Source: an optimization exercise on an open RTL-to-GDS flow (aim: small area). Production flows keep margins and buffers that such runs may drop.
Function was checked by simulation only, so behaviour that the tests miss may differ from the original.
Power and IR drop assume default switching activity.

## cpuCore
module cpuCore (
	input logic clk,
	input logic reset,
	output logic [7:0] instrAddr,
	input logic [31:0] instrData,
	output logic [7:0] memAddr,
	output logic [31:0] memWriteData,
	input logic [31:0] memReadData,
	output logic memRead,
	output logic memWrite,
	output logic halted
);
clock: 10.5 ns
lec_check: 0
abc_area: 1
cap_margin: 20
core_margin: 2
core_utilization: 65
slew_margin: 20
standard.sh (not shown) runs the stock make flow with config.mk's settings and CLKGATE_MAP_FILE= SYNTH_SCRIPT=/design/flow/synth_recipe.tcl, a recipe that flattens the netlist after the stock synthesis.
==> flow/flow/run.sh <==
#!/bin/bash
# The standard layout, with two changes:
#  - after the standard synthesis, the combinational logic is mapped again
#    by ABC for area (registers, full adders and their names are kept);
#  - ports are buffered with buf_1 and the clock tree uses clkbuf_4 in
#    clusters of up to 11 flip-flops, without dummy loads.
set -euo pipefail
here=$(pwd)
export BUFFER_PORTS_ARGS="-buffer_cell sky130_fd_sc_hd__buf_1"
export CTS_ARGS="-sink_clustering_enable -repair_clock_nets -dont_use_dummy_load -buf_list sky130_fd_sc_hd__clkbuf_4 -sink_clustering_size 12 -sink_clustering_max_diameter 45"
bash standard.sh synth > synth.log 2>&1
res=$here/orfs/results/sky130hd/cpuCore/base
cp "$res/1_2_yosys.v" "$here/std_1_2_yosys.v"
bash "$here/flow/remap.sh" "$here/std_1_2_yosys.v" "$res/1_2_yosys.v" > remap.log 2>&1
bash standard.sh > standard.log 2>&1
Other scripts of this flow, unchanged in this note and not shown: flow/flow/remap.sh
Edit:
==> flow/flow/run.sh (replaced) <==
#!/bin/bash
# The standard layout, with two changes:
#  - after the standard synthesis, the combinational logic is mapped again
#    by ABC for area (registers, full adders and their names are kept);
#  - ports are buffered with buf_1 and the clock tree has no dummy loads.
set -euo pipefail
here=$(pwd)
export BUFFER_PORTS_ARGS="-buffer_cell sky130_fd_sc_hd__buf_1"
export CTS_ARGS="-sink_clustering_enable -repair_clock_nets -dont_use_dummy_load -buf_list {sky130_fd_sc_hd__clkbuf_4 sky130_fd_sc_hd__clkbuf_8 sky130_fd_sc_hd__clkbuf_16} -sink_clustering_size 20 -sink_clustering_max_diameter 75"
bash standard.sh synth > synth.log 2>&1
res=$here/orfs/results/sky130hd/cpuCore/base
cp "$res/1_2_yosys.v" "$here/std_1_2_yosys.v"
bash "$here/flow/remap.sh" "$here/std_1_2_yosys.v" "$res/1_2_yosys.v" > remap.log 2>&1
bash standard.sh > standard.log 2>&1
Wire length increases by 19%.
Area after synthesis does not change.
Power rises by 14%.
Global-route usage went up by 3.6 points.
Synthesized cell count stays the same.
Edit:
==> flow/flow/run.sh (replaced) <==
#!/bin/bash
# The standard layout, with two changes:
#  - after the standard synthesis, the combinational logic is mapped again
#    by ABC for area (registers, full adders and their names are kept);
#  - ports are buffered with buf_1 and the clock tree uses clkbuf_4 in
#    clusters of up to 11 flip-flops, without dummy loads.
set -euo pipefail
here=$(pwd)
export BUFFER_PORTS_ARGS="-buffer_cell sky130_fd_sc_hd__buf_1"
export CTS_ARGS="-sink_clustering_enable -repair_clock_nets -dont_use_dummy_load -buf_list sky130_fd_sc_hd__clkbuf_4 -sink_clustering_size 11 -sink_clustering_max_diameter 50"
bash standard.sh synth > synth.log 2>&1
res=$here/orfs/results/sky130hd/cpuCore/base
cp "$res/1_2_yosys.v" "$here/std_1_2_yosys.v"
bash "$here/flow/remap.sh" "$here/std_1_2_yosys.v" "$res/1_2_yosys.v" > remap.log 2>&1
bash standard.sh > standard.log 2>&1
What happened: Via count drops by 1.7%; synthesized cell count stays the same; area after synthesis does not change.

cpuCore again, from the RTL that the note above started with.
clock: 10.5 ns
lec_check: 0
abc_area: 1
cap_margin: 20
core_margin: 2
core_utilization: 65
slew_margin: 20
==> flow/flow/run.sh <==
#!/bin/bash
# The standard layout, with two changes:
#  - after the standard synthesis, the combinational logic is mapped again
#    by ABC for area (registers, full adders and their names are kept);
#  - ports are buffered with buf_1 and the clock tree uses clkbuf_4 in
#    clusters of up to 12 flip-flops, without dummy loads.
set -euo pipefail
here=$(pwd)
export BUFFER_PORTS_ARGS="-buffer_cell sky130_fd_sc_hd__buf_1"
export CTS_ARGS="-sink_clustering_enable -repair_clock_nets -dont_use_dummy_load -buf_list sky130_fd_sc_hd__clkbuf_4 -sink_clustering_size 12 -sink_clustering_max_diameter 45"
bash standard.sh synth > synth.log 2>&1
res=$here/orfs/results/sky130hd/cpuCore/base
cp "$res/1_2_yosys.v" "$here/std_1_2_yosys.v"
bash "$here/flow/remap.sh" "$here/std_1_2_yosys.v" "$res/1_2_yosys.v" > remap.log 2>&1
bash standard.sh > standard.log 2>&1
Other scripts of this flow, unchanged in this note and not shown: flow/flow/remap.sh
Change:
==> flow/flow/run.sh (replaced) <==
#!/bin/bash
# The standard layout, with two changes:
#  - after the standard synthesis, the combinational logic is mapped again
#    by ABC for area (registers, full adders and their names are kept);
#  - ports are buffered with buf_1 and the clock tree has no dummy loads.
set -euo pipefail
here=$(pwd)
export BUFFER_PORTS_ARGS="-buffer_cell sky130_fd_sc_hd__buf_1"
export CTS_ARGS="-sink_clustering_enable -repair_clock_nets -dont_use_dummy_load -buf_list sky130_fd_sc_hd__clkbuf_8 -sink_clustering_size 20 -sink_clustering_max_diameter 75"
bash standard.sh synth > synth.log 2>&1
res=$here/orfs/results/sky130hd/cpuCore/base
cp "$res/1_2_yosys.v" "$here/std_1_2_yosys.v"
bash "$here/flow/remap.sh" "$here/std_1_2_yosys.v" "$res/1_2_yosys.v" > remap.log 2>&1
bash standard.sh > standard.log 2>&1
=> Combinational power stays flat; final area goes up by 0.38%; non-clock buffer count is unchanged; register-to-register slack loses 0.04 ns; setup slack degrades by 0.11 ns.

-- re-timing with driven ports --
No port has a modelled driver above. Below, the same layouts with a new extraction and two added sets of constraints. Step 1 sets driving cells, clkbuf_16 on the clock port and buf_2 on the other inputs (assumed; they add their load-dependent delay and slew). Step 2, shift: input delay + t, output delay - t, t = (earliest + latest rising clock arrival at the registers) / 2. This alone moves slack from input paths to output paths. Slacks: ideal / step 1 / step 2; pairs: ideal / step 1.
run | t (ns) | slack for setup (ns) | pins driven straight from the clock port
the first run of note 1 | 0.826 | 4.403 / 4.372 / 3.546 | 1
the second run of note 1 | 0.647 | 4.134 / 4.110 / 3.463 | 1
the third run of note 1 | 0.869 | 4.425 / 4.398 / 3.530 | 1
the first run of note 2 | 0.826 | 4.403 / 4.372 / 3.546 | 1
the second run of note 2 | 0.675 | 4.289 / 4.261 / 3.586 | 1
After both steps every run listed still meets setup and hold. The setup slack of the third run of note 1, which loses most, moves by -0.027 ns with the drivers and by -0.895 ns with both steps.
